This design comes from an exercise in tuning for small area, a short achievable clock period and few clock cycles per item on the open sky130 flow, not from production work.
Function was checked by simulation only, so behaviour that the tests miss may differ from the original.
Power and IR drop assume default switching activity.

==> inputs of job 1543 <==
Design fc_stream_layer, start of the top module:
module fc_stream_layer #(
    parameter int unsigned N       = 16,
    parameter int unsigned Q       = 12,
    parameter int unsigned IN_LEN  = 8,
    parameter int unsigned OUT_LEN = 4,
    parameter int unsigned RELU    = 1
) (
    input  logic                clk,
    input  logic                global_rst,
    input  logic                ce,
    input  logic signed [N-1:0] data_in,
    input  logic                valid_in,
    input  logic                end_in,
    output logic                in_ready,
    input  logic                w_we,
    input  logic [7:0]          w_addr,
    input  logic [N-1:0]        w_data,
    output logic signed [N-1:0] data_out,
    output logic                valid_op,
    output logic                end_op,
    output logic                overflow
);
Settings: LEC_CHECK=0, CAP_MARGIN=20, CORE_MARGIN=2, CORE_UTILIZATION=65, CTS_CLUSTER_DIAMETER=80, CTS_CLUSTER_SIZE=30, PLACE_DENSITY=0.72, SLEW_MARGIN=20, SYNTH_HIERARCHICAL=1, SYNTH_MINIMUM_KEEP_SIZE=0; clock period 12.0 ns.
standard.sh (not shown) runs the stock make flow with config.mk's settings and CLKGATE_MAP_FILE= SYNTH_SCRIPT=/design/flow/synth_recipe.tcl, a recipe that flattens the netlist after the stock synthesis.
==> flow/flow/run.sh <==
#!/bin/bash
# The standard layout, with ORFS's setup repair aiming well below the 12 ns
# clock (the constraints themselves are unchanged): SETUP_SLACK_MARGIN asks
# repair_timing for that much spare slack on every path. Clock tree synthesis
# gets the same clustering as config.mk asks for, without dummy loads.
set -euo pipefail
export SETUP_SLACK_MARGIN=8.45
export CTS_ARGS="-sink_clustering_enable -repair_clock_nets -sink_clustering_size 30 -sink_clustering_max_diameter 80 -dont_use_dummy_load"
bash standard.sh > standard.log 2>&1
==> inputs of job 1734, as changes to job 1543 <==
==> flow/flow/run.sh (replaced) <==
#!/bin/bash
# The standard layout, with ORFS's setup repair aiming well below the 12 ns
# clock (the constraints themselves are unchanged): SETUP_SLACK_MARGIN asks
# repair_timing for that much spare slack on every path.
set -euo pipefail
export SETUP_SLACK_MARGIN=8.4
bash standard.sh > standard.log 2>&1
Settings changed: CORE_UTILIZATION 65 to 55, PLACE_DENSITY 0.72 to 0.65.
==> summary.txt <==
quantity	job 1543	job 1734
Internal power	8.26 mW	8.32 mW
Sequential power share	37.8%	37.3%
Vias per inst	6.69	6.32
Maximum cell stage delay along the critical path	0.53 ns	0.36 ns
Die Height	316 um	344 um
Setup Buffers After CTS	31	23
Data-path buffer share of cell area in the final layout	4.07%	3.87%
Maximum vdd drop	0.000153 V	0.000136 V
Post-layout instance area	68200 um2	68900 um2
Result of the run	finished clean	finished clean
Type of destination of the critical path	register	primary output
Global-route wire length before repair	258000 um	264000 um
Worst reg2reg path endpoint	q[3][15]$_DFFE_PP_	acc_c[0][21]$_DFF_P_
CTS buffer count	52	53
Placed Area	64900 um2	65300 um2
Clock-cell share of area	1.91%	2.77%
GRT met1 Usage	49.3%	42.9%
Number of filler cells placed in the layout	6536	8775
Sequential cell area share	40.9%	40.5%
Arrival time of the worst setup path	3.96 ns	1.18 ns
Crit. path cell count	13	1
Sequential group power	5.06 mW	5.04 mW
Number of cells in the finished layout apart from fillers	5828	6124
Comb power	6.44 mW	6.17 mW
Number of violations reported at the end of detailed-routing iteration 0	4761	4554
Total area of sequential cells	27900 um2	27900 um2
Testbench counts of job 1543, summed over its fixed seeds: cycles 8,240, frames 1,024.
Testbench counts of job 1734, summed over its fixed seeds: cycles 8,240, frames 1,024.

==> inputs of 09-07 <==
Starting RTL as in the previous note.
Design fc_stream_layer, start of the top module:
module fc_stream_layer #(
    parameter int unsigned N       = 16,
    parameter int unsigned Q       = 12,
    parameter int unsigned IN_LEN  = 8,
    parameter int unsigned OUT_LEN = 4,
    parameter int unsigned RELU    = 1
) (
    input  logic                clk,
    input  logic                global_rst,
    input  logic                ce,
    input  logic signed [N-1:0] data_in,
    input  logic                valid_in,
    input  logic                end_in,
    output logic                in_ready,
    input  logic                w_we,
    input  logic [7:0]          w_addr,
    input  logic [N-1:0]        w_data,
    output logic signed [N-1:0] data_out,
    output logic                valid_op,
    output logic                end_op,
    output logic                overflow
);
clock: 12.0 ns
lec_check: 0
cap_margin: 20
core_margin: 2
core_utilization: 65
cts_cluster_diameter: 80
cts_cluster_size: 30
place_density: 0.72
slew_margin: 20
synth_hierarchical: 1
synth_minimum_keep_size: 0
==> flow/flow/run.sh <==
#!/bin/bash
# The standard layout, with ORFS's setup repair aiming well below the 12 ns
# clock (the constraints themselves are unchanged): SETUP_SLACK_MARGIN asks
# repair_timing for that much spare slack on every path.
set -euo pipefail
export SETUP_SLACK_MARGIN=8.4
bash standard.sh > standard.log 2>&1
==> inputs of 11-18, as changes to 09-07 <==
==> flow/flow/run.sh (replaced) <==
#!/bin/bash
# The standard layout, with ORFS's setup repair aiming well below the 12 ns
# clock (the constraints themselves are unchanged): SETUP_SLACK_MARGIN asks
# repair_timing for that much spare slack on every path. Clock tree synthesis
# gets the same clustering as config.mk asks for, without dummy loads.
set -euo pipefail
export SETUP_SLACK_MARGIN=8.5
export CTS_ARGS="-sink_clustering_enable -repair_clock_nets -sink_clustering_size 30 -sink_clustering_max_diameter 80 -dont_use_dummy_load"
bash standard.sh > standard.log 2>&1
==> summary of the runs <==
- In flip-flop and latch count, 09-07 and 11-18 do not differ.
- Between 09-07 and 11-18, the lower sequential share of layout area is in 11-18 (gap 0.76 points).
- Between 09-07 and 11-18, the lower core utilization is in 09-07 (gap 1.4 points).
- Against 09-07, the clock skew of 11-18 is higher by 0.048 ns.
- Of 09-07 and 11-18, 09-07 has the higher fmax (gap 2.5%, measured against 11-18).
- In 11-18 the non-clock buffer count is higher than in 09-07, by 60.
- Against 09-07, the worst setup slack of 11-18 is worse by 0.089 ns.
- In 09-07 the wire length is lower than in 11-18, by 5.5%.
- Area after synthesis is the same in 11-18 and 09-07.
- Between 09-07 and 11-18, the lower hold slack is in 11-18 (gap 0.047 ns).
==> figures <==
metric	11-18	09-07
DRC marker count from the first detailed-route iteration	4896	4437
Cell-internal power	8.36 mW	8.27 mW
Reg2Reg Depth	9	8
Non-filler cells, final	5890	5877
Result of the run	finished clean	finished clean
Multi-input gate area	34600 sq um	33800 sq um
Weighted congestion reported at the end of routability-driven placement	0.901	0.888
Clock latency at the later pin of the worst-skew pair	0.75 ns	0.73 ns
Antenna violations before repair	13	9
Largest stage delay, worst path	0.61 ns	0.57 ns
Switching share of power	38.3%	37.8%
Diode insertion count for antenna repair	5	2
Power share of the clock group	14.0%	17.0%
Worst reg-to-reg setup slack	8.29 ns	8.38 ns
Signal arrival time at the worst endpoint	4.28 ns	4.20 ns
Crit path top cell by count	sky130_fd_sc_hd__fa_2	sky130_fd_sc_hd__fa_1
Final worst setup slack	8.29 ns	8.38 ns
Detailed-routed wire length on met3	23500 microns	17900 microns
Final critical delay including setup and external delays	3.71 ns	3.62 ns
Endpoint of the worst hold-timing path	pend	overflow
Combinational group share of total power	48.6%	45.1%
Number of stages on the worst setup path	9	8
Testbench counts of 09-07, summed over its fixed seeds: cycles 8,240, frames 1,024.
Testbench counts of 11-18, summed over its fixed seeds: cycles 8,240, frames 1,024.

## separate check: timing with driven ports
Ports are ideal in the flow. The routed layouts listed here were re-timed in OpenROAD. Step 1 assumes that a clkbuf_16 drives the clock port and a buf_2 every other input. Step 2 also shifts input and output timing later by t, the mid clock arrival at the registers, as if the neighbouring blocks saw the same clock. a / b / c = no drivers / after step 1 / after step 2; a / b = the first two.
run	t, ns	setup WS [ns]	hold slack, ns	worst setup path after step 2	worst slew at a driven data input, ns
job 1543	0.732	8.443 / 8.386 / 7.940	0.484 / 0.484 / 0.484	input to register	0.06
job 1734	0.795	8.421 / 8.340 / 7.839	0.477 / 0.477 / 0.477	input to register	0.05
09-07	0.779	8.382 / 8.347 / 7.839	0.482 / 0.482 / 0.482	input to register	0.07
11-18	0.768	8.293 / 8.293 / 7.932	0.434 / 0.434 / 0.434	input to register	0.04
After both steps every run listed still meets setup and hold. The setup slack of job 1734, which loses most, moves by -0.081 ns with the drivers and by -0.582 ns with both steps.
